From an optimization exercise on the open Yosys and OpenROAD flow, aimed at small area and a short achievable clock period; shortcuts taken in it are not production practice.
Function was checked by simulation only, so behaviour that the tests miss may differ from the original.
Power is estimated from default activity; no workload was simulated.

==> flow/design.v (outline; a module is shown in full before it is edited, if it fits) <==
// module fold_preadd: 9 lines
// module ld_or_keep: 9 lines
// module ld_or_keep_set: 9 lines
// module coef_wr_sel: 9 lines
// module fir_and: 7 lines
// module fir_fa: 10 lines
// module fir_fa1: 9 lines
// module fir_booth_enc: 16 lines
// module fir_bsel: 9 lines
// module fir_nor: 7 lines
// module fir_xor: 7 lines
// module fir_ha: 9 lines
// module mac_stage1: 4840 lines
// module mac_stage2: 330 lines
// module mac_stage3: 39 lines
// module fir_sym_top: 129 lines
module fir_sym_top (
  input  logic                 clk,
  input  logic                 rst_n,
  input  logic                 in_valid,
  input  fir_pkg::sample_t     in_data,
  input  logic                 coef_wr,
  input  fir_pkg::coef_addr_t  coef_addr,
  input  fir_pkg::coef_t       coef_data,
  output logic                 out_valid,
  output fir_pkg::acc_t        out_data
);
  // ...
==> flow/run.sh <==
#!/bin/bash
# synth_recipe.tcl (not shown) runs the flow's synth.tcl, then flattens the netlist and writes it again
# the make line also repeats each setting of config.mk as NAME=value (left out here)
make -C /OpenROAD-flow-scripts/flow DESIGN_CONFIG=/design/flow/config.mk WORK_HOME=/design/flow/orfs CLKGATE_MAP_FILE= SYNTH_SCRIPT=/design/flow/synth_recipe.tcl finish
==> flow/config.mk <==
export PLATFORM = sky130hd
export DESIGN_NAME = fir_sym_top
export DESIGN_NICKNAME = fir_sym_top
export VERILOG_FILES = /design/flow/design.v
export SDC_FILE = /design/flow/constraint.sdc
export NUM_CORES = 4
export LEC_CHECK = 0
export CAP_MARGIN = 50
export CORE_MARGIN = 2
export CORE_UTILIZATION = 40
export SLEW_MARGIN = 70
export SYNTH_HIERARCHICAL = 1
==> flow/constraint.sdc <==
create_clock -name core_clock -period 9.0 [get_ports {clk}]
set_input_delay 1.8000 -clock core_clock [delete_from_list [all_inputs] [get_ports {clk}]]
set_output_delay 1.8000 -clock core_clock [all_outputs]
set_load 0.01 [all_outputs]
==> summary.json, run 1 <==
{
  "outcome": {
    "outcome": "finished clean"
  },
  "clock_network": {
    "post_cts_hold_buffer_count": 0,
    "cts_sinks": 1183,
    "number_of_setup_buffers_added_after_cts": 0,
    "max_buffers_root_to_sink": 3,
    "cts-root-buf": "clkbuf_16"
  },
  "finish": {
    "nets": 10100,
    "non_clock_buffer_area_share": 0.0451,
    "mostFrequentLayoutCells": "1595 x fa_1, 1456 x xor2_1, 1274 x o22ai_1",
    "largest-register": "st1",
    "multi_input_gate_area_in_the_final_layout_um2": 68100
  },
  "power_and_ir_drop": {
    "switching_share": 0.346,
    "pwr.group.clock_w": 0.00608,
    "seq_power_share": 0.346
  },
  "detailed_routing": {
    "met3RoutedLength_um": 69600,
    "postRouteAntennaNets": 0,
    "count_of_tritonroute_iterations_in_the_first_routing_pass": 9
  },
  "grt": {
    "all_layer_gr_usage": 0.357,
    "global_route_wire_length_before_repair_um": 586000,
    "grt.met3_usage": 0.202,
    "initial_antenna_violation_count": 25,
    "overflow": 0
  },
  "synth": {
    "synthCells": 7650
  },
  "die": {
    "pin_count": 84,
    "floorplan.tapcells": 3009
  },
  "min_path": {
    "hold-path-endpoint": "st2[54]",
    "hold_path_class": "reg2reg"
  },
  "sta": {
    "setup_repair_after_global_routing_missed_its_margin": "false",
    "final.setup_skew_ps": 73.1,
    "fmax_ghz": 0.260,
    "post_layout_worst_setup_margin_ps": 5150,
    "period_needed_ps": 3850
  },
  "setup_path": {
    "crit_path_end": "st1[244]",
    "timing.critical_path.from": "digits[57]"
  }
}
==> run 2, diff against run 1 <==
--- a/flow/config.mk
+++ b/flow/config.mk
@@ -9,3 +9,4 @@
 export CORE_MARGIN = 2
-export CORE_UTILIZATION = 40
+export CORE_UTILIZATION = 55
+export PLACE_DENSITY = 0.72
 export SLEW_MARGIN = 70
==> run 2 against run 1 <==
Maximum frequency shrank 0.12%. Total power shrank 1.7%. Via count grew 1.7%. Worst setup slack worse by 4.5 ps. Critical path depth unchanged. Clock skew is 16 ps lower. Sequential cell count is the same. Cell count fell by 8.4%. Sequential share of layout area is 0.99 points higher. Cell area is 2.5% lower. Combinational power down 3%. Critical path type unchanged. Largest power group unchanged.
==> summary.json, run 2 <==
{
  "sta": {
    "final_critical_path_share_of_the_clock_period": 0.428,
    "timing_hold_violations_final": 0,
    "setup_repair_after_global_routing_missed_its_margin": "false",
    "setup-tns-final_ps": 0,
    "period_needed": {"value": 3850, "unit": "ps", "change": "+4.52 ps"},
    "max_slew.worst_pin.slew_ps": 580,
    "final_max_slew_viol_count": 0,
    "fmax": {"value": 0.260, "unit": "GHz", "change": "-0.12%"},
    "final.setup_skew": {"value": 57.0, "unit": "ps", "change": "-16.0 ps"},
    "timing.final.setup_violations": 0,
    "slew_hr": 0.613
  },
  "grt": {
    "grt.met1_usage": 0.534,
    "overflow": {"value": 0, "change": "unchanged"},
    "all_layer_gr_usage": {"value": 0.460, "change": "+0.103"},
    "gr-usage-met2": 0.629,
    "gr-max-usage-layer": "met2",
    "initial_antenna_violation_count": {"value": 35, "change": "+40%"},
    "number_of_global_route_vias_before_repair": 76600,
    "global_route_wire_length_before_repair": {"value": 554000, "unit": "µm", "change": "-5.5%"},
    "grt_start_max_net_pins": 75,
    "grt.met3_usage": {"value": 0.328, "change": "+0.126"}
  },
  "clock_network": {
    "cts_sinks": {"value": 1183, "change": "unchanged"},
    "cts_tree": "done",
    "worst_setup_hold_path_clk_slew_ps": 60,
    "number_of_setup_buffers_added_after_cts": {"value": 0, "change": "unchanged"},
    "max_buffers_root_to_sink": {"value": 3, "change": "unchanged"},
    "clk_latency_ps": 860,
    "post_cts_hold_buffer_count": {"value": 0, "change": "unchanged"},
    "cts-root-buf": "clkbuf_16",
    "post_cts.resized_instances": 0,
    "htree_levels": 4,
    "cts_inserted_buffers": 135
  },
  "detailed_routing": {
    "detailroute.via_count": 75900,
    "detail_route.vias_per_cell": 7.31,
    "routed_wire_length_per_instance_um": 37.8,
    "detail_route.wirelength_um": 392000,
    "postRouteAntennaNets": {"value": 0, "change": "unchanged"},
    "count_of_tritonroute_iterations_in_the_first_routing_pass": {"value": 12, "change": "+3"},
    "drc": 0,
    "drt_iter0_drc": 12500
  },
  "synth": {
    "yosys_warnings": 7,
    "synthCells": {"value": 7650, "change": "unchanged"},
    "postSynthAreaPerCell_um2": 12.0,
    "syn-cell-area_um2": 91500,
    "mappedNetlistNets": 9514
  },
  "outcome": {
    "outcome": "finished clean"
  },
  "setup_path": {
    "crit-reg2reg-launch": "digits[180]",
    "type_of_the_worst_setup_path": "reg2reg",
    "maximum_fanout_encountered_on_the_critical_timing_path": 20,
    "timing.critical_path.from_type": "register",
    "worst-r2r-setup-slack_ps": 5150,
    "timing.critical_path.from": "digits[180]",
    "worst-endpoint-arrival_ps": 4460,
    "critical_path.reg2reg.endpoint": "st1[221]",
    "worst-r2r-cell-count": 7,
    "crit_required_ps": 9610,
    "crit_path_end": "st1[221]",
    "end_kind": "register"
  },
  "die": {
    "dieWidth_um": 412,
    "placementRows": 149,
    "pin_count": {"value": 84, "change": "unchanged"},
    "die-height_um": 412,
    "fp.coreArea_um2": 165000,
    "initial_core_utilization": 0.554,
    "fp.dieArea_um2": 170000
  },
  "placement": {
    "dp_hpwl_um": 300000,
    "buffer_ports.inserted": 83,
    "place.gp.congestion": 1.14
  },
  "finish": {
    "area.growth.synth_to_final_pct": 13.2,
    "final_layout_size_suffix_gt1_frac": 0.0991,
    "layout_commonest_cell": "fa_1",
    "largest-register": "st1",
    "final_core_util": 0.627,
    "nets": {"value": 9899, "change": "-1.6%"},
    "layout_top_registers": "st1 (367), taps (300), digits (200)",
    "largest_register_ffs": 367,
    "mostFrequentLayoutCells": "1617 x fa_1, 1457 x xor2_1, 1274 x o22ai_1"
  },
  "power_and_ir_drop": {
    "power_per_cell_area_nw_per_um2": 170,
    "ir_drop_mv": 0.225,
    "static-leakage-power_nw": 51.2
  },
  "min_path": {
    "hold_path_class": "reg2reg"
  },
  "flow_run": {
    "max_cap_viol_count": 0
  }
}
-- run 2: metrics by stage --
| step | cell area [µm²] | setup slack [ps] | total power, W | hold slack (ps) | std cells |
|---|---|---|---|---|---|
| CTS | 103000 | 5410 | 0.0174 | 327 | 10300 |
| global placement | 96100 | 4590 | 0.0114 | 311 | 10000 |
| finish | 104000 | 5150 | 0.0176 | 328 | 10400 |
| global route | 104000 | 5350 | 0.0184 | 333 | 10400 |
| detailed placement | 98400 | 5430 | 0.0117 | 313 | 10100 |
| floorplan | 91500 | 2280 | 0.00957 | 310 | 7650 |
-- run 2: final cells by class --
class                           count  area [µm²]
Clock buffer                      192        4040
Tap cell                         2189        2740
Multi-Input combinational cell   6267       68000
Clock inverter                     55         599
Antenna cell                       49         123
Sequential cell                  1183       24500
Fill cell                       12900       61600
Timing Repair Buffer              291        3010
Inverter                          157         589
-- run 2: how the worst min path moves through the flow --
| stage | from | end | depth (start not counted) |
|---|---|---|---|
| after floorplan | st1[0] | st2[0] | 0 |
| after global placement | st1[1] | st2[1] | 0 |
| after detailed placement | st1[1] | st2[1] | 0 |
| after CTS | st1[1] | st2[1] | 0 |
| after global routing | st1[2] | st2[2] | 0 |
| final | st1[1] | st2[1] | 0 |
-- run 2: per-layer routing --
layer / wire [µm] / share of wire
met4: 24300 / 0.062
met2: 154000 / 0.39
met5: 2870 / 0.0073
met3: 78600 / 0.20
met1: 132000 / 0.34
-- run 2: report_power, final --
| group | switching (W) | internal [W] | total, W |
|---|---|---|---|
| clock network | 0.00246 | 0.00334 | 0.00580 |
| registers | 0.000535 | 0.00584 | 0.00638 |
| logic | 0.00313 | 0.00230 | 0.00544 |
-- run 2: worst max-delay path, stage by stage, from the launching register on --
cell     delay [ps]
dfxtp_1         370
buf_4           440
o22ai_1         200
xor2_1          190
fa_1            460
fa_1            590
fa_1            600
fa_1            710
==> run 3, diff against run 2 <==
--- a/flow/config.mk
+++ b/flow/config.mk
@@ -9,4 +9,5 @@
 export CORE_MARGIN = 2
-export CORE_UTILIZATION = 55
-export PLACE_DENSITY = 0.72
+export CORE_UTILIZATION = 40
+export CTS_BUF_LIST = sky130_fd_sc_hd__clkbuf_8
+export CTS_CLUSTER_SIZE = 24
 export SLEW_MARGIN = 70
==> run 3 against run 2 <==
Still clean. Maximum frequency up 0.24%. Worst hold slack about the same. Critical path depth unchanged. Clock power down 2%. Cell area up 2.5%. Sequential power down 3%. Combinational power up 4.0%. Area after synthesis unchanged. First-iteration DRC count down 19%. Largest cell class unchanged. Highest routed layer unchanged.
==> summary.json, run 3 <==
{
  "sta": {
    "timing.final.setup_violations": {"value": 0, "change": "unchanged"},
    "final.setup_skew": {"value": 118, "unit": "ps", "change": "+60.6 ps"},
    "fmax": {"value": 0.260, "unit": "GHz", "change": "+0.24%"},
    "setup-tns-final": {"value": 0, "unit": "ps", "change": "unchanged"},
    "timing_hold_violations_final": {"value": 0, "change": "unchanged"},
    "max_slew.worst_pin.slew": {"value": 538, "unit": "ps", "change": "-42.7 ps"},
    "setup_repair_after_global_routing_missed_its_margin": "false",
    "period_needed": {"value": 3840, "unit": "ps", "change": "-9.31 ps"},
    "final_critical_path_share_of_the_clock_period": {"value": 0.427, "change": "-0.00103"},
    "slew_hr": {"value": 0.640, "change": "+0.0277"},
    "final_max_slew_viol_count": {"value": 0, "change": "unchanged"}
  },
  "grt": {
    "all_layer_gr_usage": {"value": 0.358, "change": "-0.102"},
    "global_route_wire_length_before_repair": {"value": 588000, "unit": "µm", "change": "+6.2%"},
    "number_of_global_route_vias_before_repair": {"value": 77600, "change": "+1.3%"},
    "initial_antenna_violation_count": {"value": 29, "change": "-17%"},
    "grt_start_max_net_pins": {"value": 68, "change": "-9.3%"},
    "overflow": {"value": 0, "change": "unchanged"}
  },
  "setup_path": {
    "worst-r2r-cell-count": {"value": 7, "change": "unchanged"},
    "timing.critical_path.from_type": "register",
    "crit-reg2reg-launch": "digits[57]",
    "maximum_fanout_encountered_on_the_critical_timing_path": {"value": 17, "change": "-15%"},
    "worst-r2r-setup-slack": {"value": 5160, "unit": "ps", "change": "about the same"},
    "worst-endpoint-arrival": {"value": 4750, "unit": "ps", "change": "+290 ps"},
    "type_of_the_worst_setup_path": "reg2reg",
    "end_kind": "register",
    "critical_path.reg2reg.endpoint": "st1[244]",
    "crit_required": {"value": 9900, "unit": "ps", "change": "+290 ps"}
  },
  "min_path": {
    "hold_path_class": "reg2reg",
    "min_path_cells": {"value": 0, "change": "unchanged"},
    "min-delay-start": "st1[272]",
    "hold-path-endpoint": "st2[54]"
  },
  "clock_network": {
    "post_cts_hold_buffer_count": {"value": 0, "change": "unchanged"},
    "cts_inserted_buffers": {"value": 210, "change": "+56%"},
    "cts-root-buf": "clkbuf_8",
    "max_buffers_root_to_sink": {"value": 3, "change": "unchanged"},
    "post_cts.resized_instances": {"value": 0, "change": "unchanged"},
    "htree_levels": {"value": 4, "change": "unchanged"},
    "cts_sinks": {"value": 1183, "change": "unchanged"},
    "number_of_setup_buffers_added_after_cts": {"value": 0, "change": "unchanged"},
    "worst_setup_hold_path_clk_slew": {"value": 60, "unit": "ps", "change": "about the same"},
    "clk_latency": {"value": 1120, "unit": "ps", "change": "+260 ps"},
    "cts_tree": "done"
  },
  "flow_run": {
    "max_cap_viol_count": {"value": 0, "change": "unchanged"}
  },
  "finish": {
    "largest_register_ffs": {"value": 367, "change": "unchanged"},
    "final_layout_size_suffix_gt1_frac": {"value": 0.115, "change": "+0.0158"},
    "layout_commonest_cell": "fa_1",
    "nets": {"value": 10100, "change": "+2.3%"},
    "stdcell_area": {"value": 106000, "unit": "µm²", "change": "+2.5%"},
    "area.growth.synth_to_final_pct": 16.0,
    "mostFrequentLayoutCells": "1596 x fa_1, 1456 x xor2_1, 1274 x o22ai_1",
    "layout_top_registers": "st1 (367), taps (300), digits (200)",
    "largest-register": "st1"
  },
  "placement": {
    "buffer_ports.inserted": {"value": 83, "change": "unchanged"},
    "dp_hpwl": {"value": 327000, "unit": "µm", "change": "+9.0%"},
    "place_area": {"value": 101000, "unit": "µm²", "change": "+2.3%"},
    "place.gp.congestion": {"value": 1.05, "change": "-7.8%"}
  },
  "die": {
    "initial_core_utilization": {"value": 0.402, "change": "-0.152"},
    "placementRows": {"value": 175, "change": "+17%"},
    "fp.dieArea": {"value": 233000, "unit": "µm²", "change": "+37%"},
    "pin_count": {"value": 84, "change": "unchanged"},
    "dieWidth": {"value": 482, "unit": "µm", "change": "+17%"},
    "die-height": {"value": 482, "unit": "µm", "change": "+17%"},
    "fp.coreArea": {"value": 227000, "unit": "µm²", "change": "+38%"}
  },
  "detailed_routing": {
    "detail_route.vias_per_cell": {"value": 6.55, "change": "-10%"},
    "detailroute.via_count": {"value": 75000, "change": "-1.2%"},
    "drc": {"value": 0, "change": "unchanged"},
    "detail_route.wirelength": {"value": 420000, "unit": "µm", "change": "+6.9%"},
    "count_of_tritonroute_iterations_in_the_first_routing_pass": {"value": 8, "change": "-4"},
    "drt_iter0_drc": {"value": 10100, "change": "-19%"},
    "postRouteAntennaNets": {"value": 0, "change": "unchanged"},
    "routed_wire_length_per_instance": {"value": 36.6, "unit": "µm", "change": "-3.1%"}
  },
  "synth": {
    "yosys_warnings": {"value": 7, "change": "unchanged"},
    "syn-cell-area": {"value": 91500, "unit": "µm²", "change": "unchanged"},
    "postSynthAreaPerCell": {"value": 12.0, "unit": "µm²", "change": "unchanged"},
    "mappedNetlistNets": {"value": 9514, "change": "unchanged"},
    "synthCells": {"value": 7650, "change": "unchanged"}
  },
  "power_and_ir_drop": {
    "static-leakage-power": {"value": 52.5, "unit": "nW", "change": "+2.4%"},
    "power_per_cell_area": {"value": 166, "unit": "nW/µm²", "change": "-2.7%"},
    "ir_drop": {"value": 0.159, "unit": "mV", "change": "-29%"}
  },
  "outcome": {
    "outcome": "finished clean"
  }
}
## run 3: worst max-delay path: stages (launching register included)
cell	delay [ps]
dfxtp_1	570
buf_4	450
o22ai_1	180
xor2_1	230
fa_1	480
fa_1	540
fa_1	720
fa_1	460
## run 3: metal layers
layer  track usage  wire (µm)  vias up
li1              -          -    28900
met1         0.440     157000    38100
met2         0.506     171000     6157
met3         0.201      69000     1823
met4         0.163      22200       28
met5       0.00817        337        -
## run 3: layout make-up
cell class | instances | area (µm²)
clock inverter | 145 | 1480
sequential | 1183 | 24100
antenna | 9 | 22.5
timing repair buffer | 445 | 4800
inverter | 157 | 589
tap | 3009 | 3760
fill | 20600 | 121000
clock buffer | 238 | 3280
multi-input combinational | 6267 | 68100
## run 3: report_power, final
group	switching, W	total [W]	internal, W	leakage [nW]
clock network	0.00259	0.00570	0.00311	2.64
logic	0.00329	0.00566	0.00237	40.2
registers	0.000334	0.00620	0.00587	9.63
## run 3: per-stage QoR
| step | power (W) | hold slack (ps) | util | instances | worst slack, ps |
|---|---|---|---|---|---|
| global route | 0.0185 | 330 | 0.466 | 11400 | 5160 |
| floorplan | 0.00957 | 310 | - | 7650 | 2280 |
| detailed placement | 0.0119 | 314 | 0.442 | 11000 | 5330 |
| global placement | 0.0117 | 313 | 0.431 | 11000 | 4580 |
| CTS | 0.0176 | 329 | 0.463 | 11400 | 5150 |
| finish | 0.0176 | 328 | 0.466 | 11500 | 5160 |
## run 3: worst max-delay path by stage
stage                 start      endpoint  slack (ps)  cells after the start
2_1_floorplan         in_vq       taps[0]        2280                      2
3_3_place_gp          rst_n    digits[59]        4580                      3
3_5_place_dp     digits[57]      st1[244]        5330                      7
4_1_cts        out_data[28]  out_data[28]        5150                      1
5_1_grt          digits[57]      st1[244]        5160                      7
6_report         digits[57]      st1[244]        5160                      7
==> run 4, diff against run 3 <==
==> flow/flow/run.sh (new file) <==
#!/bin/bash
# The standard layout (standard.sh: the standard synthesis, then ORFS from
# floorplan to finish) with two changes passed to make:
#  - the input and output ports get sky130_fd_sc_hd__buf_2 buffers instead
#    of the cell buffer_ports picks by itself (a clkdlybuf4s50_1 delay
#    cell); every port still gets one;
#  - timing repair aims for 3.4 ns (setup margin 5.6 ns at the 9 ns clock)
#    instead of stopping once the 9 ns clock is met.
# Everything else, including the clock period and constraints, is the
# standard flow's. The full make output is in standard.log.
set -euo pipefail
bash standard.sh "BUFFER_PORTS_ARGS=-buffer_cell sky130_fd_sc_hd__buf_2" \
  SETUP_SLACK_MARGIN=5.6 finish > standard.log 2>&1
==> flow/standard.sh (new file) <==
#!/bin/bash
# synth_recipe.tcl (not shown) runs the flow's synth.tcl, then flattens the netlist and writes it again
# the make line also repeats each setting of config.mk as NAME=value (left out here)
make -C /OpenROAD-flow-scripts/flow DESIGN_CONFIG=/design/flow/config.mk WORK_HOME=/design/flow/orfs CLKGATE_MAP_FILE= SYNTH_SCRIPT=/design/flow/synth_recipe.tcl "${@:-finish}"
--- a/flow/config.mk
+++ b/flow/config.mk
@@ -9,5 +9,4 @@
 export CORE_MARGIN = 2
-export CORE_UTILIZATION = 40
-export CTS_BUF_LIST = sky130_fd_sc_hd__clkbuf_8
-export CTS_CLUSTER_SIZE = 24
+export CORE_UTILIZATION = 55
+export PLACE_DENSITY = 0.72
 export SLEW_MARGIN = 70
removed: flow/run.sh
==> run 4 against run 3 <==
Clock skew is 63 ps lower. Global-route usage is 8.2 points higher. Routed wire length is 9.8% lower. Largest power group unchanged. Cell area is 2.4% lower. Clock power is 4.4% higher. Worst setup slack better by 350 ps. Non-clock buffer count is 181 lower. Synthesized cell count stayed put. Register-to-register slack better by 350 ps. Critical endpoint is now st1[55]. Combinational power is 2% lower. Still clean on timing, DRC and antenna. Cell count is 9.5% lower.
==> summary.json, run 4 <==
{
  "detailed_routing": {
    "drc": {"value": 0, "change": "unchanged"},
    "detailroute.via_count": {"value": 73700, "change": "-1.8%"},
    "drt_iter0_drc": {"value": 9831, "change": "-2.5%"},
    "count_of_tritonroute_iterations_in_the_first_routing_pass": {"value": 9, "change": "+1"},
    "detail_route.wirelength": {"value": 378000, "unit": "µm", "change": "-9.8%"},
    "detail_route.vias_per_cell": {"value": 7.11, "change": "+8.5%"},
    "postRouteAntennaNets": {"value": 0, "change": "unchanged"},
    "routed_wire_length_per_instance": {"value": 36.5, "unit": "µm", "change": "-0.41%"}
  },
  "finish": {
    "largest_register_ffs": {"value": 367, "change": "unchanged"},
    "largest-register": "st1",
    "nets": {"value": 9877, "change": "-2.5%"},
    "area.growth.synth_to_final_pct": 13.2,
    "final_layout_size_suffix_gt1_frac": {"value": 0.118, "change": "+0.00293"},
    "layout_commonest_cell": "fa_1",
    "mostFrequentLayoutCells": "1578 x fa_1, 1451 x xor2_1, 1273 x o22ai_1",
    "layout_top_registers": "st1 (367), taps (300), digits (200)",
    "instances_no_fill": {"value": 10400, "change": "-9.5%"}
  },
  "power_and_ir_drop": {
    "switching_share": {"value": 0.350, "change": "-0.00346"},
    "ir_drop": {"value": 0.216, "unit": "mV", "change": "+36%"},
    "static-leakage-power": {"value": 51.1, "unit": "nW", "change": "-2.6%"},
    "power_per_cell_area": {"value": 172, "unit": "nW/µm²", "change": "+3.9%"},
    "seq_power_share": {"value": 0.354, "change": "about the same"},
    "combinationalPowerShare": {"value": 0.312, "change": "-0.010"},
    "p_switching": {"value": 0.00624, "unit": "W", "change": "+0.42%"},
    "pwr-share-clk": {"value": 0.334, "change": "+0.010"},
    "power_report.internal_total": {"value": 0.0116, "unit": "W", "change": "+2.0%"}
  },
  "setup_path": {
    "end_kind": "register",
    "critPathMostFrequentCell": "fa_1",
    "crit_chain": "buf_6, o22ai_1, xor2_1, fa_1, fa_1, fa_1, fa_1",
    "crit_required": {"value": 9720, "unit": "ps", "change": "-180 ps"},
    "worst-endpoint-arrival": {"value": 4210, "unit": "ps", "change": "-540 ps"},
    "slowest_stage": "fa_1",
    "timing.critical_path.max_delay_family": "adder cells",
    "type_of_the_worst_setup_path": "reg2reg",
    "timing.critical_path.from_type": "register",
    "timing.critical_path.buf_inv": {"value": 1, "change": "unchanged"},
    "worst_path_largest_cell_delay": {"value": 690, "unit": "ps", "change": "-30 ps"},
    "maximum_fanout_encountered_on_the_critical_timing_path": {"value": 12, "change": "-5"}
  },
  "die": {
    "dieWidth": {"value": 412, "unit": "µm", "change": "-15%"},
    "die-height": {"value": 412, "unit": "µm", "change": "-15%"},
    "fp.dieArea": {"value": 170000, "unit": "µm²", "change": "-27%"},
    "fp.coreArea": {"value": 165000, "unit": "µm²", "change": "-27%"},
    "pin_count": {"value": 84, "change": "unchanged"},
    "initial_core_utilization": {"value": 0.554, "change": "+0.152"},
    "placementRows": {"value": 149, "change": "-15%"}
  },
  "synth": {
    "mappedNetlistNets": {"value": 9514, "change": "unchanged"},
    "postSynthAreaPerCell": {"value": 12.0, "unit": "µm²", "change": "unchanged"},
    "syn-cell-area": {"value": 91500, "unit": "µm²", "change": "unchanged"},
    "synthCells": {"value": 7650, "change": "unchanged"},
    "yosys_warnings": {"value": 7, "change": "unchanged"}
  },
  "placement": {
    "buffer_ports.inserted": {"value": 83, "change": "unchanged"},
    "place.gp.congestion": {"value": 1.08, "change": "+2.4%"},
    "dp_hpwl": {"value": 292000, "unit": "µm", "change": "-11%"},
    "dpl.cell_count": {"value": 10000, "change": "-9.1%"}
  },
  "grt": {
    "global_route_wire_length_before_repair": {"value": 534000, "unit": "µm", "change": "-9.3%"},
    "grt_start_max_net_pins": {"value": 74, "change": "+8.8%"},
    "overflow": {"value": 0, "change": "unchanged"},
    "all_layer_gr_usage": {"value": 0.439, "change": "+0.0815"},
    "number_of_global_route_vias_before_repair": {"value": 74300, "change": "-4.2%"},
    "initial_antenna_violation_count": {"value": 33, "change": "+14%"}
  },
  "sta": {
    "slew_hr": {"value": 0.635, "change": "-0.00542"},
    "setup_repair_after_global_routing_missed_its_margin": "true",
    "timing_hold_violations_final": {"value": 0, "change": "unchanged"},
    "period_needed": {"value": 3490, "unit": "ps", "change": "-352 ps"},
    "final_critical_path_share_of_the_clock_period": {"value": 0.388, "change": "-0.0391"},
    "fmax": {"value": 0.287, "unit": "GHz", "change": "+10%"},
    "final_max_slew_viol_count": {"value": 0, "change": "unchanged"},
    "setup-tns-final": {"value": 0, "unit": "ps", "change": "unchanged"},
    "timing.final.setup_violations": {"value": 0, "change": "unchanged"},
    "final.setup_skew": {"value": 54.6, "unit": "ps", "change": "-63.0 ps"},
    "max_slew.worst_pin.slew": {"value": 547, "unit": "ps", "change": "+9.26 ps"}
  },
  "clock_network": {
    "max_buffers_root_to_sink": {"value": 3, "change": "unchanged"},
    "cts_inserted_buffers": {"value": 140, "change": "-33%"},
    "post_cts_hold_buffer_count": {"value": 0, "change": "unchanged"},
    "cts_tree": "done",
    "htree_levels": {"value": 4, "change": "unchanged"},
    "clk_latency": {"value": 860, "unit": "ps", "change": "-260 ps"},
    "cts-root-buf": "clkbuf_16",
    "cts_sinks": {"value": 1183, "change": "unchanged"},
    "worst_setup_hold_path_clk_slew": {"value": 60, "unit": "ps", "change": "about the same"}
  },
  "min_path": {
    "hold_path_class": "reg2reg"
  },
  "flow_run": {
    "max_cap_viol_count": {"value": 0, "change": "unchanged"}
  },
  "outcome": {
    "outcome": "finished clean"
  }
}
[run 4: path summary, 6_finish.rpt]
kind	from	to	slack (ps)	cells past startpoint
worst max-delay path	digits[28]	st1[55]	5510	7
worst min-delay path	st1[0]	st2[0]	320	0
worst max register to register	digits[28]	st1[55]	5510	7
worst min register to register	st1[0]	st2[0]	320	0
[run 4: metrics by stage]
stage	area (µm²)	setup slack, ps	hold slack [ps]	total power, W	util
finish	104000	5510	325	0.0178	0.627
global placement	95500	5010	312	0.0115	0.578
detailed placement	97600	5320	314	0.0117	0.591
CTS	102000	5550	325	0.0176	0.620
floorplan	91500	4980	310	0.00957	-
global route	104000	5530	335	0.0185	0.627
[run 4: power by group through the flow]
stage	Sequential (W)	Combinational (W)	Clock [W]
after global routing	0.00634	0.00601	0.00619
after floorplan	0.00637	0.00320	0
after global placement	0.00643	0.00504	0
after CTS	0.00628	0.00533	0.00599
after detailed placement	0.00639	0.00530	0
final	0.00630	0.00556	0.00595
[run 4: area by class of cell]
type,count,area (µm²)
clock inverter,61,697
sequential,1183,24600
timing repair buffer,264,2550
clock buffer,200,4130
inverter,157,589
tap,2189,2740
fill,13000,61600
multi-input combinational,6267,68100
antenna,48,120
[run 4: routing by layer]
layer | global-route usage | routed length (µm) | up-vias
met4 | 0.177 | 22200 | 46
met2 | 0.624 | 154000 | 6465
li1 | - | - | 28400
met5 | 0.0534 | 1190 | -
met3 | 0.288 | 70900 | 1875
met1 | 0.519 | 130000 | 36900
[run 4: what timing repair did]
item,4_1_cts,5_1_grt
setup endpoints to repair,164,80
pin swaps,0,14
gates resized for setup,23,88
setup buffers,0,23
==> run 5, diff against run 4 <==
--- a/flow/config.mk
+++ b/flow/config.mk
@@ -10,2 +10,4 @@
 export CORE_UTILIZATION = 55
+export CTS_CLUSTER_DIAMETER = 90
+export CTS_CLUSTER_SIZE = 18
 export PLACE_DENSITY = 0.72
==> run 5 against run 4 <==
Cell area down 2.2%. Global-route usage down 0.30 points. Clock power down 33%. Sequential share of layout area up 0.53 points. Highest routed layer unchanged.
==> summary.json, run 5 <==
{
  "detailed_routing": {
    "detail_route.vias_per_cell": {"value": 7.15, "change": "+0.70%"},
    "routed_wire_length_per_instance": {"value": 36.7, "unit": "µm", "change": "+0.69%"},
    "detail_route.wirelength": {"value": 376000, "unit": "µm", "change": "-0.48%"},
    "postRouteAntennaNets": {"value": 0, "change": "unchanged"},
    "met1Wirelength": {"value": 129000, "unit": "µm", "change": "-0.44%"},
    "count_of_tritonroute_iterations_in_the_first_routing_pass": {"value": 8, "change": "-1"},
    "drt_iter0_drc": {"value": 9873, "change": "+0.43%"},
    "drc": {"value": 0, "change": "unchanged"},
    "detailroute.via_count": {"value": 73300, "change": "-0.48%"},
    "route.met2.wl": {"value": 153000, "unit": "µm", "change": "-0.87%"},
    "maxUsedRoutingLayer": "met5",
    "met3RoutedLength": {"value": 71600, "unit": "µm", "change": "+0.93%"}
  },
  "placement": {
    "buffer_ports.inserted": {"value": 83, "change": "unchanged"},
    "place_area": {"value": 97600, "unit": "µm²", "change": "unchanged"},
    "place.gp.congestion": {"value": 1.08, "change": "unchanged"},
    "dp_hpwl": {"value": 292000, "unit": "µm", "change": "unchanged"},
    "dpl.cell_count": {"value": 10000, "change": "unchanged"},
    "placement.setup.worst_slack": {"value": 5320, "unit": "ps", "change": "unchanged"}
  },
  "synth": {
    "synthCells": {"value": 7650, "change": "unchanged"},
    "syn-cell-area": {"value": 91500, "unit": "µm²", "change": "unchanged"},
    "yosys_warnings": {"value": 7, "change": "unchanged"},
    "postSynthAreaPerCell": {"value": 12.0, "unit": "µm²", "change": "unchanged"},
    "mappedNetlistNets": {"value": 9514, "change": "unchanged"}
  },
  "clock_network": {
    "clk_latency": {"value": 800, "unit": "ps", "change": "-60 ps"},
    "post_cts_hold_buffer_count": {"value": 0, "change": "unchanged"},
    "cts_inserted_buffers": {"value": 84, "change": "-40%"},
    "htree_levels": {"value": 3, "change": "-1"},
    "cts-root-buf": "clkbuf_16",
    "cts_tree": "done",
    "worst_setup_hold_path_clk_slew": {"value": 80, "unit": "ps", "change": "+20 ps"},
    "max_buffers_root_to_sink": {"value": 3, "change": "unchanged"},
    "cts_sinks": {"value": 1183, "change": "unchanged"}
  },
  "die": {
    "fp.coreArea": {"value": 165000, "unit": "µm²", "change": "unchanged"},
    "pin_count": {"value": 84, "change": "unchanged"},
    "initial_core_utilization": {"value": 0.554, "change": "unchanged"},
    "die-height": {"value": 412, "unit": "µm", "change": "unchanged"},
    "placementRows": {"value": 149, "change": "unchanged"},
    "dieWidth": {"value": 412, "unit": "µm", "change": "unchanged"},
    "fp.dieArea": {"value": 170000, "unit": "µm²", "change": "unchanged"}
  },
  "setup_path": {
    "worst-endpoint-arrival": {"value": 4120, "unit": "ps", "change": "-90 ps"},
    "end_kind": "register",
    "type_of_the_worst_setup_path": "reg2reg",
    "crit_required": {"value": 9640, "unit": "ps", "change": "-80 ps"},
    "timing.critical_path.from_type": "register",
    "maximum_fanout_encountered_on_the_critical_timing_path": {"value": 7, "change": "-5"}
  },
  "grt": {
    "initial_antenna_violation_count": {"value": 28, "change": "-15%"},
    "global_route_wire_length_before_repair": {"value": 531000, "unit": "µm", "change": "-0.49%"},
    "number_of_global_route_vias_before_repair": {"value": 73700, "change": "-0.84%"},
    "overflow": {"value": 0, "change": "unchanged"},
    "grt_start_max_net_pins": {"value": 74, "change": "unchanged"},
    "all_layer_gr_usage": {"value": 0.436, "change": "-0.00297"}
  },
  "finish": {
    "stdcell_area": {"value": 101000, "unit": "µm²", "change": "-2.2%"},
    "largest-register": "st1",
    "mostFrequentLayoutCells": "1569 x fa_1, 1452 x xor2_1, 1274 x o22ai_1",
    "final_layout_size_suffix_gt1_frac": {"value": 0.106, "change": "-0.0120"},
    "nets": {"value": 9820, "change": "-0.58%"},
    "layout_commonest_cell": "fa_1",
    "instances_no_fill": {"value": 10200, "change": "-1.2%"},
    "area.growth.synth_to_final_pct": 10.8,
    "largest_register_ffs": {"value": 367, "change": "unchanged"},
    "layout_top_registers": "st1 (367), taps (300), digits (200)"
  },
  "flow_run": {
    "max_cap_viol_count": {"value": 0, "change": "unchanged"}
  },
  "sta": {
    "setup_repair_after_global_routing_missed_its_margin": "true",
    "slew_hr": {"value": 0.580, "change": "-0.0553"},
    "fmax": {"value": 0.288, "unit": "GHz", "change": "+0.34%"},
    "timing.final.setup_violations": {"value": 0, "change": "unchanged"},
    "period_needed": {"value": 3480, "unit": "ps", "change": "-12.0 ps"},
    "fin_hold_ws": {"value": 331, "unit": "ps", "change": "+6.65 ps"},
    "final_critical_path_share_of_the_clock_period": {"value": 0.386, "change": "-0.00133"},
    "final.setup_skew": {"value": 75.2, "unit": "ps", "change": "+20.7 ps"},
    "final_max_slew_viol_count": {"value": 0, "change": "unchanged"},
    "max_slew.worst_pin.slew": {"value": 630, "unit": "ps", "change": "+82.7 ps"},
    "post_layout_worst_setup_margin": {"value": 5520, "unit": "ps", "change": "+12.0 ps"},
    "setup-tns-final": {"value": 0, "unit": "ps", "change": "unchanged"},
    "timing_hold_violations_final": {"value": 0, "change": "unchanged"}
  },
  "power_and_ir_drop": {
    "power_per_cell_area": {"value": 156, "unit": "nW/µm²", "change": "-9.1%"},
    "ir_drop": {"value": 0.152, "unit": "mV", "change": "-30%"},
    "static-leakage-power": {"value": 50.0, "unit": "nW", "change": "-2.2%"}
  },
  "outcome": {
    "outcome": "finished clean"
  },
  "min_path": {
    "hold_path_class": "reg2reg"
  }
}
[run 5: routing by layer]
layer	vias up	GRT usage
li1	28200	-
met1	36800	0.515
met2	6390	0.622
met3	1865	0.289
met4	28	0.164
met5	-	0.0540
[run 5: critical path: stages, from the launching register on]
cell and delay, ps:
dfxtp_4 480, buf_4 270, nor2_1 110, xor2_1 170
fa_1 620, fa_1 520, fa_2 720, fa_1 440
[run 5: metrics by stage]
step / util / power, W
final: 0.614 / 0.0158
after CTS: 0.607 / 0.0156
after global routing: 0.613 / 0.0165
after floorplan: - / 0.00957
after global placement: 0.578 / 0.0115
after detailed placement: 0.591 / 0.0117
[run 5: worst paths after layout]
check              from  slack, ps       end  cells past startpoint
max reg2reg  digits[34]       5520  st1[228]                      7
min             st1[47]        330   st2[14]                      0
min reg2reg     st1[47]        330   st2[14]                      0
max          digits[34]       5520  st1[228]                      7
[run 5: final cells by class]
cell class | instances | area [µm²]
diodes | 43 | 108
clock buffers | 124 | 2350
clock inverters | 22 | 254
fillers | 13200 | 63800
inverters | 157 | 589
multi-input cells | 6267 | 68100
flip-flops and latches | 1183 | 24700
well taps | 2189 | 2740
repair buffers | 263 | 2550
[run 5: report_power, final]
group	leakage (nW)	switching [W]	total (W)	internal, W
clock	1.26	0.00213	0.00399	0.00186
combinational	39.1	0.00324	0.00556	0.00233
sequential	9.62	0.000467	0.00629	0.00582
[run 5: timing repair]
item	CTS	global route
buffers inserted	0	22
resized for setup	30	87
endpoints found under the setup margin	174	90
pin swaps	0	18
==> run 6, diff against run 5 <==
--- a/flow/config.mk
+++ b/flow/config.mk
@@ -7,9 +7,9 @@
 export LEC_CHECK = 0
-export CAP_MARGIN = 50
+export CAP_MARGIN = 20
 export CORE_MARGIN = 2
 export CORE_UTILIZATION = 55
-export CTS_CLUSTER_DIAMETER = 90
-export CTS_CLUSTER_SIZE = 18
+export CTS_CLUSTER_DIAMETER = 110
+export CTS_CLUSTER_SIZE = 26
 export PLACE_DENSITY = 0.72
-export SLEW_MARGIN = 70
+export SLEW_MARGIN = 30
 export SYNTH_HIERARCHICAL = 1
==> run 6 against run 5 <==
Still clean on timing, DRC and antenna. Register-to-register slack lost 70 ps. Clock power shrank 22%. Cell count shrank 0.86%. Utilization shrank 1.2 points. Area after synthesis is the same. Highest routed layer unchanged.
==> summary.json, run 6 <==
{
  "detailed_routing": {
    "detail_route.wirelength": {"value": 376000, "unit": "µm", "change": "-0.18%"},
    "detailroute.via_count": {"value": 73100, "change": "-0.30%"},
    "routed_wire_length_per_instance": {"value": 37.0, "unit": "µm", "change": "+0.69%"},
    "postRouteAntennaNets": {"value": 0, "change": "unchanged"},
    "drc": {"value": 0, "change": "unchanged"},
    "detail_route.vias_per_cell": {"value": 7.19, "change": "+0.56%"},
    "count_of_tritonroute_iterations_in_the_first_routing_pass": {"value": 12, "change": "+4"},
    "drt_iter0_drc": {"value": 9819, "change": "-0.55%"}
  },
  "setup_path": {
    "slowest_stage": "fa_1",
    "timing.critical_path.max_delay_family": "adder cells",
    "timing.critical_path.buf_inv": {"value": 1, "change": "unchanged"},
    "critPathMostFrequentCell": "fa_1",
    "end_kind": "register",
    "worst-endpoint-arrival": {"value": 4250, "unit": "ps", "change": "+130 ps"},
    "type_of_the_worst_setup_path": "reg2reg",
    "timing.critical_path.from_type": "register",
    "crit_required": {"value": 9700, "unit": "ps", "change": "+60 ps"},
    "worst_path_largest_cell_delay": {"value": 740, "unit": "ps", "change": "+20 ps"},
    "maximum_fanout_encountered_on_the_critical_timing_path": {"value": 7, "change": "unchanged"},
    "crit_chain": "buf_4, o22ai_1, xor2_1, fa_1, fa_1, fa_1, fa_2"
  },
  "synth": {
    "synthCells": {"value": 7650, "change": "unchanged"},
    "mappedNetlistNets": {"value": 9514, "change": "unchanged"},
    "syn-cell-area": {"value": 91500, "unit": "µm²", "change": "unchanged"},
    "postSynthAreaPerCell": {"value": 12.0, "unit": "µm²", "change": "unchanged"},
    "yosys_warnings": {"value": 7, "change": "unchanged"}
  },
  "die": {
    "fp.coreArea": {"value": 165000, "unit": "µm²", "change": "unchanged"},
    "fp.dieArea": {"value": 170000, "unit": "µm²", "change": "unchanged"},
    "initial_core_utilization": {"value": 0.554, "change": "unchanged"},
    "pin_count": {"value": 84, "change": "unchanged"},
    "placementRows": {"value": 149, "change": "unchanged"},
    "die-height": {"value": 412, "unit": "µm", "change": "unchanged"},
    "dieWidth": {"value": 412, "unit": "µm", "change": "unchanged"}
  },
  "grt": {
    "all_layer_gr_usage": {"value": 0.433, "change": "-0.00308"},
    "number_of_global_route_vias_before_repair": {"value": 73100, "change": "-0.83%"},
    "overflow": {"value": 0, "change": "unchanged"},
    "grt_start_max_net_pins": {"value": 214, "change": "+190%"},
    "global_route_wire_length_before_repair": {"value": 528000, "unit": "µm", "change": "-0.64%"},
    "initial_antenna_violation_count": {"value": 38, "change": "+36%"}
  },
  "clock_network": {
    "cts_sinks": {"value": 1183, "change": "unchanged"},
    "max_buffers_root_to_sink": {"value": 3, "change": "unchanged"},
    "cts_tree": "done",
    "worst_setup_hold_path_clk_slew": {"value": 110, "unit": "ps", "change": "+30 ps"},
    "htree_levels": {"value": 2, "change": "-1"},
    "cts_inserted_buffers": {"value": 55, "change": "-35%"},
    "clk_latency": {"value": 780, "unit": "ps", "change": "-20 ps"},
    "cts-root-buf": "clkbuf_16"
  },
  "sta": {
    "period_needed": {"value": 3550, "unit": "ps", "change": "+68.2 ps"},
    "final_max_slew_viol_count": {"value": 0, "change": "unchanged"},
    "max_slew.worst_pin.slew": {"value": 1140, "unit": "ps", "change": "+508 ps"},
    "final_critical_path_share_of_the_clock_period": {"value": 0.394, "change": "+0.00757"},
    "setup_repair_after_global_routing_missed_its_margin": "true",
    "fmax": {"value": 0.282, "unit": "GHz", "change": "-1.9%"},
    "timing_hold_violations_final": {"value": 0, "change": "unchanged"},
    "setup-tns-final": {"value": 0, "unit": "ps", "change": "unchanged"},
    "timing.final.setup_violations": {"value": 0, "change": "unchanged"},
    "final.setup_skew": {"value": 54.1, "unit": "ps", "change": "-21.1 ps"},
    "slew_hr": {"value": 0.236, "change": "-0.343"}
  },
  "finish": {
    "final_layout_size_suffix_gt1_frac": {"value": 0.0938, "change": "-0.0120"},
    "mostFrequentLayoutCells": "1544 x fa_1, 1473 x xor2_1, 1271 x o22ai_1",
    "instances_no_fill": {"value": 10200, "change": "-0.86%"},
    "final_core_util": {"value": 0.602, "change": "-0.0116"},
    "layout_top_registers": "st1 (367), taps (300), digits (200)",
    "largest_register_ffs": {"value": 367, "change": "unchanged"},
    "filler_cell_count": {"value": 13400, "change": "+1.7%"},
    "area.growth.synth_to_final_pct": 8.68,
    "nets": {"value": 9777, "change": "-0.44%"},
    "stdcell_area": {"value": 99500, "unit": "µm²", "change": "-1.9%"},
    "layout_commonest_cell": "fa_1",
    "largest-register": "st1"
  },
  "power_and_ir_drop": {
    "pwr-share-clk": {"value": 0.208, "change": "-0.044"},
    "switching_share": {"value": 0.375, "change": "+0.00634"},
    "power_report.internal_total": {"value": 0.00937, "unit": "W", "change": "-6.3%"},
    "ir_drop": {"value": 0.168, "unit": "mV", "change": "+11%"},
    "seq_power_share": {"value": 0.420, "change": "+0.023"},
    "combinationalPowerShare": {"value": 0.372, "change": "+0.021"},
    "static-leakage-power": {"value": 49.2, "unit": "nW", "change": "-1.6%"},
    "p_switching": {"value": 0.00562, "unit": "W", "change": "-3.7%"},
    "power_per_cell_area": {"value": 151, "unit": "nW/µm²", "change": "-3.5%"}
  },
  "placement": {
    "place_area": {"value": 95600, "unit": "µm²", "change": "-2.0%"},
    "dpl.cell_count": {"value": 10000, "change": "-0.28%"},
    "buffer_ports.inserted": {"value": 83, "change": "unchanged"},
    "dp_hpwl": {"value": 290000, "unit": "µm", "change": "-0.67%"},
    "place.gp.congestion": {"value": 1.08, "change": "unchanged"}
  },
  "outcome": {
    "outcome": "finished clean"
  },
  "min_path": {
    "hold_path_class": "reg2reg"
  },
  "flow_run": {
    "max_cap_viol_count": {"value": 0, "change": "unchanged"}
  }
}
run 6: final timing paths:
kind	from	slack (ps)	cells past startpoint	to
worst min register to register	st1[47]	340	0	st2[14]
worst max-delay path	digits[28]	5450	7	st1[47]
worst min-delay path	st1[47]	340	0	st2[14]
worst max register to register	digits[28]	5450	7	st1[47]
run 6: cell type report:
| class | instances | area (µm²) | area share |
|---|---|---|---|
| diodes | 41 | 103 | 0.00103 |
| clock inverters | 16 | 215 | 0.00216 |
| repair buffers | 249 | 2250 | 0.0226 |
| clock buffers | 58 | 1430 | 0.0144 |
| well taps | 2189 | 2740 | 0.0275 |
| multi-input cells | 6267 | 67600 | 0.679 |
| inverters | 157 | 589 | 0.00593 |
| flip-flops and latches | 1183 | 24600 | 0.247 |
run 6: power groups by stage:
stage          registers, W  logic [W]  clock network, W
6_report            0.00630    0.00558           0.00311
5_1_grt             0.00634    0.00602           0.00329
4_1_cts             0.00630    0.00528           0.00312
3_5_place_dp        0.00645    0.00522                 0
3_3_place_gp        0.00643    0.00504                 0
2_1_floorplan       0.00637    0.00320                 0
run 6: repair_timing:
| action | 4_1_cts | 5_1_grt |
|---|---|---|
| resized for setup | 355 | 271 |
| hold buffers | 0 | 0 |
| setup buffers | 0 | 38 |
| pin swaps | 1 | 32 |
| endpoints found under the setup margin | 338 | 161 |
run 6: through the flow:
step / power (W) / worst slack [ps] / hold slack, ps
after floorplan: 0.00957 / 4980 / 310
after global placement: 0.0115 / 5010 / 312
after detailed placement: 0.0117 / 5040 / 314
after CTS: 0.0147 / 5470 / 337
after global routing: 0.0157 / 5500 / 348
final: 0.0150 / 5450 / 335
run 6: routing by layer:
metal | GRT usage | up-vias | part of all wire | wire, µm
li1 | - | 28100 | - | -
met1 | 0.524 | 36500 | 0.34 | 129000
met2 | 0.612 | 6503 | 0.40 | 152000
met3 | 0.279 | 1935 | 0.19 | 70100
met4 | 0.168 | 46 | 0.062 | 23400
met5 | 0.0147 | - | 0.0027 | 1020
==> run 7, diff against run 6 <==
--- a/flow/config.mk
+++ b/flow/config.mk
@@ -7,9 +7,9 @@
 export LEC_CHECK = 0
-export CAP_MARGIN = 20
+export CAP_MARGIN = 30
 export CORE_MARGIN = 2
 export CORE_UTILIZATION = 55
-export CTS_CLUSTER_DIAMETER = 110
-export CTS_CLUSTER_SIZE = 26
+export CTS_CLUSTER_DIAMETER = 100
+export CTS_CLUSTER_SIZE = 22
 export PLACE_DENSITY = 0.72
-export SLEW_MARGIN = 30
+export SLEW_MARGIN = 45
 export SYNTH_HIERARCHICAL = 1
==> run 7 against run 6 <==
Cell area rose by 0.17%. Register-to-register slack improved by 100 ps. Global-route usage increased by 0.11 points. Via count decreased by 0.42%. Cell count about the same. Area after synthesis did not move. Clock power is 12% higher. Worst hold slack worse by 3.4 ps. Total power grew 2.1%. Die area unchanged. Clock-buffer cell count grew 14. Synthesized cell count did not move. Critical path type unchanged. Highest routed layer unchanged.
==> summary.json, run 7 <==
{
  "detailed_routing": {
    "drt_iter0_drc": {"value": 9843, "change": "+0.24%"},
    "drc": {"value": 0, "change": "unchanged"},
    "routed_wire_length_per_instance": {"value": 36.8, "unit": "µm", "change": "-0.46%"},
    "count_of_tritonroute_iterations_in_the_first_routing_pass": {"value": 9, "change": "-3"},
    "postRouteAntennaNets": {"value": 0, "change": "unchanged"},
    "detail_route.vias_per_cell": {"value": 7.16, "change": "-0.47%"},
    "detailroute.via_count": {"value": 72800, "change": "-0.42%"},
    "detail_route.wirelength": {"value": 374000, "unit": "µm", "change": "-0.41%"}
  },
  "clock_network": {
    "post_cts_hold_buffer_count": {"value": 0, "change": "unchanged"},
    "cts_tree": "done",
    "max_buffers_root_to_sink": {"value": 3, "change": "unchanged"},
    "clk_latency": {"value": 740, "unit": "ps", "change": "-40 ps"},
    "cts_sinks": {"value": 1183, "change": "unchanged"},
    "worst_setup_hold_path_clk_slew": {"value": 100, "unit": "ps", "change": "about the same"},
    "cts_inserted_buffers": {"value": 68, "change": "+24%"},
    "htree_levels": {"value": 3, "change": "+1"},
    "cts-root-buf": "clkbuf_16"
  },
  "power_and_ir_drop": {
    "static-leakage-power": {"value": 49.3, "unit": "nW", "change": "+0.31%"},
    "power_per_cell_area": {"value": 154, "unit": "nW/µm²", "change": "+1.9%"},
    "switching_share": {"value": 0.373, "change": "-0.00170"},
    "pwr-share-clk": {"value": 0.227, "change": "+0.019"},
    "ir_drop": {"value": 0.168, "unit": "mV", "change": "-0.27%"},
    "seq_power_share": {"value": 0.412, "change": "-0.008"},
    "p_switching": {"value": 0.00571, "unit": "W", "change": "+1.6%"},
    "combinationalPowerShare": {"value": 0.361, "change": "-0.011"},
    "power_report.internal_total": {"value": 0.00959, "unit": "W", "change": "+2.4%"}
  },
  "sta": {
    "slew_hr": {"value": 0.415, "change": "+0.178"},
    "timing.final.setup_violations": {"value": 0, "change": "unchanged"},
    "period_needed": {"value": 3440, "unit": "ps", "change": "-104 ps"},
    "final.setup_skew": {"value": 34.8, "unit": "ps", "change": "-19.4 ps"},
    "max_slew.worst_pin.slew": {"value": 872, "unit": "ps", "change": "-266 ps"},
    "timing_hold_violations_final": {"value": 0, "change": "unchanged"},
    "final_critical_path_share_of_the_clock_period": {"value": 0.382, "change": "-0.0116"},
    "fmax": {"value": 0.291, "unit": "GHz", "change": "+3.0%"},
    "setup-tns-final": {"value": 0, "unit": "ps", "change": "unchanged"},
    "final_max_slew_viol_count": {"value": 0, "change": "unchanged"},
    "setup_repair_after_global_routing_missed_its_margin": "true"
  },
  "grt": {
    "all_layer_gr_usage": {"value": 0.434, "change": "+0.00111"},
    "grt_start_max_net_pins": {"value": 126, "change": "-41%"},
    "overflow": {"value": 0, "change": "unchanged"},
    "number_of_global_route_vias_before_repair": {"value": 73000, "change": "-0.15%"},
    "initial_antenna_violation_count": {"value": 28, "change": "-26%"},
    "global_route_wire_length_before_repair": {"value": 528000, "unit": "µm", "change": "about the same"}
  },
  "finish": {
    "layout_commonest_cell": "fa_1",
    "final_core_util": {"value": 0.603, "change": "+0.00104"},
    "final_layout_size_suffix_gt1_frac": {"value": 0.0913, "change": "-0.00249"},
    "instances_no_fill": {"value": 10200, "change": "+0.049%"},
    "nets": {"value": 9771, "change": "-0.061%"},
    "largest-register": "st1",
    "filler_cell_count": {"value": 13300, "change": "-1.1%"},
    "mostFrequentLayoutCells": "1566 x fa_1, 1466 x xor2_1, 1274 x o22ai_1",
    "area.growth.synth_to_final_pct": 8.87,
    "layout_top_registers": "st1 (367), taps (300), digits (200)",
    "largest_register_ffs": {"value": 367, "change": "unchanged"}
  },
  "setup_path": {
    "worst_path_largest_cell_delay": {"value": 710, "unit": "ps", "change": "-30 ps"},
    "end_kind": "register",
    "crit_chain": "buf_4, xor2_1, fa_1, fa_1, fa_1, fa_1",
    "crit_required": {"value": 9610, "unit": "ps", "change": "-90 ps"},
    "maximum_fanout_encountered_on_the_critical_timing_path": {"value": 24, "change": "+17"},
    "timing.critical_path.from": "digits[97]",
    "type_of_the_worst_setup_path": "reg2reg",
    "critical_path.reg2reg.endpoint": "st1[199]",
    "crit-reg2reg-launch": "digits[97]",
    "worst-endpoint-arrival": {"value": 4050, "unit": "ps", "change": "-200 ps"},
    "worst-r2r-setup-slack": {"value": 5560, "unit": "ps", "change": "+100 ps"},
    "timing.critical_path.from_type": "register",
    "timing.critical_path.buf_inv": {"value": 1, "change": "unchanged"},
    "slowest_stage": "fa_1",
    "critPathMostFrequentCell": "fa_1",
    "cp_num_cells": {"value": 6, "change": "-1"},
    "worst-r2r-cell-count": {"value": 6, "change": "-1"},
    "crit_path_end": "st1[199]",
    "timing.critical_path.max_delay_family": "adder cells"
  },
  "placement": {
    "dp_hpwl": {"value": 291000, "unit": "µm", "change": "+0.27%"},
    "place.gp.congestion": {"value": 1.08, "change": "unchanged"},
    "dpl.cell_count": {"value": 10000, "change": "+0.030%"},
    "buffer_ports.inserted": {"value": 83, "change": "unchanged"}
  },
  "flow_run": {
    "max_cap_viol_count": {"value": 0, "change": "unchanged"}
  },
  "synth": {
    "postSynthAreaPerCell": {"value": 12.0, "unit": "µm²", "change": "unchanged"},
    "yosys_warnings": {"value": 7, "change": "unchanged"},
    "mappedNetlistNets": {"value": 9514, "change": "unchanged"},
    "syn-cell-area": {"value": 91500, "unit": "µm²", "change": "unchanged"},
    "synthCells": {"value": 7650, "change": "unchanged"}
  },
  "die": {
    "die-height": {"value": 412, "unit": "µm", "change": "unchanged"},
    "placementRows": {"value": 149, "change": "unchanged"},
    "fp.dieArea": {"value": 170000, "unit": "µm²", "change": "unchanged"},
    "fp.coreArea": {"value": 165000, "unit": "µm²", "change": "unchanged"},
    "dieWidth": {"value": 412, "unit": "µm", "change": "unchanged"},
    "pin_count": {"value": 84, "change": "unchanged"},
    "initial_core_utilization": {"value": 0.554, "change": "unchanged"}
  },
  "min_path": {
    "hold_path_class": "reg2reg"
  },
  "outcome": {
    "outcome": "finished clean"
  }
}
-- run 7: worst min path at each step --
stage,from,end,slack (ps),cells past startpoint
floorplan,st1[0],st2[0],310,0
global placement,st1[47],st2[14],310,0
detailed placement,st1[1],st2[1],310,0
CTS,st1[1],st2[1],330,0
global route,st1[47],st2[14],350,0
finish,st1[1],st2[1],330,0
-- run 7: through the flow --
step	hold slack (ps)	instance area, µm²	setup slack (ps)	power (W)
after global placement	312	95500	5010	0.0115
after global routing	347	99600	5490	0.0160
after floorplan	310	91500	4980	0.00957
after CTS	333	98400	5490	0.0151
after detailed placement	312	95900	5290	0.0117
final	332	99600	5560	0.0153
-- run 7: what timing repair did --
item / CTS / global route
endpoints found under the setup margin: 264 / 170
buffers inserted: 0 / 16
resized for setup: 190 / 240
pin swaps: 0 / 15
-- run 7: final cells by class --
class | count | area (µm²) | share of cell area
Clock buffer | 72 | 1760 | 0.0176
Clock inverter | 18 | 244 | 0.00245
Inverter | 157 | 589 | 0.00592
Timing Repair Buffer | 230 | 2050 | 0.0206
Sequential cell | 1183 | 24600 | 0.246
Multi-Input combinational cell | 6267 | 67600 | 0.678
Tap cell | 2189 | 2740 | 0.0275
Antenna cell | 49 | 123 | 0.00123
-- run 7: power groups by stage --
stage	logic, W	clock network (W)	registers, W
after global routing	0.00598	0.00366	0.00634
after floorplan	0.00320	0	0.00637
after global placement	0.00504	0	0.00643
final	0.00553	0.00348	0.00630
after detailed placement	0.00521	0	0.00645
after CTS	0.00526	0.00350	0.00630
-- run 7: metal layers --
metal  up-vias  share of wire  GRT usage
li1      28100              -          -
met1     36400           0.35      0.524
met2      6408           0.41      0.618
met3      1826           0.19      0.276
met4        24          0.057      0.164
met5         -         0.0014     0.0252

static timing again, ports no longer ideal:
The flow's constraints put no driver on any port. The routed layouts listed below were extracted and timed again, unchanged, in two steps. Step 1 sets driving cells, clkbuf_16 on the clock port and buf_2 on the other inputs (assumed; they add their load-dependent delay and slew). Step 2 moves the port delays by t, midway between the first and last clock arrival at a register: inputs arrive t later, outputs are due t later. That takes back most of the time a late clock gives input paths. Three values: no drivers, after step 1, after step 2; two values: the first two.
run | t (ns) | setup slack, ns | cell pins on the clock port's net
run 1 | 0.930 | 5.153 / 5.153 / 5.153 | 1
run 2 | 0.910 | 5.149 / 5.149 / 5.149 | 1
run 3 | 1.156 | 5.158 / 5.158 / 5.158 | 1
run 4 | 0.917 | 5.510 / 5.510 / 5.510 | 1
run 5 | 0.844 | 5.522 / 5.522 / 5.522 | 1
run 6 | 0.846 | 5.454 / 5.454 / 5.301 | 1
run 7 | 0.806 | 5.558 / 5.558 / 5.323 | 1
After both steps every run listed still meets setup and hold. For run 7, which loses most, drivers alone change the setup slack by 0.000 ns; drivers and shift together by -0.235 ns.
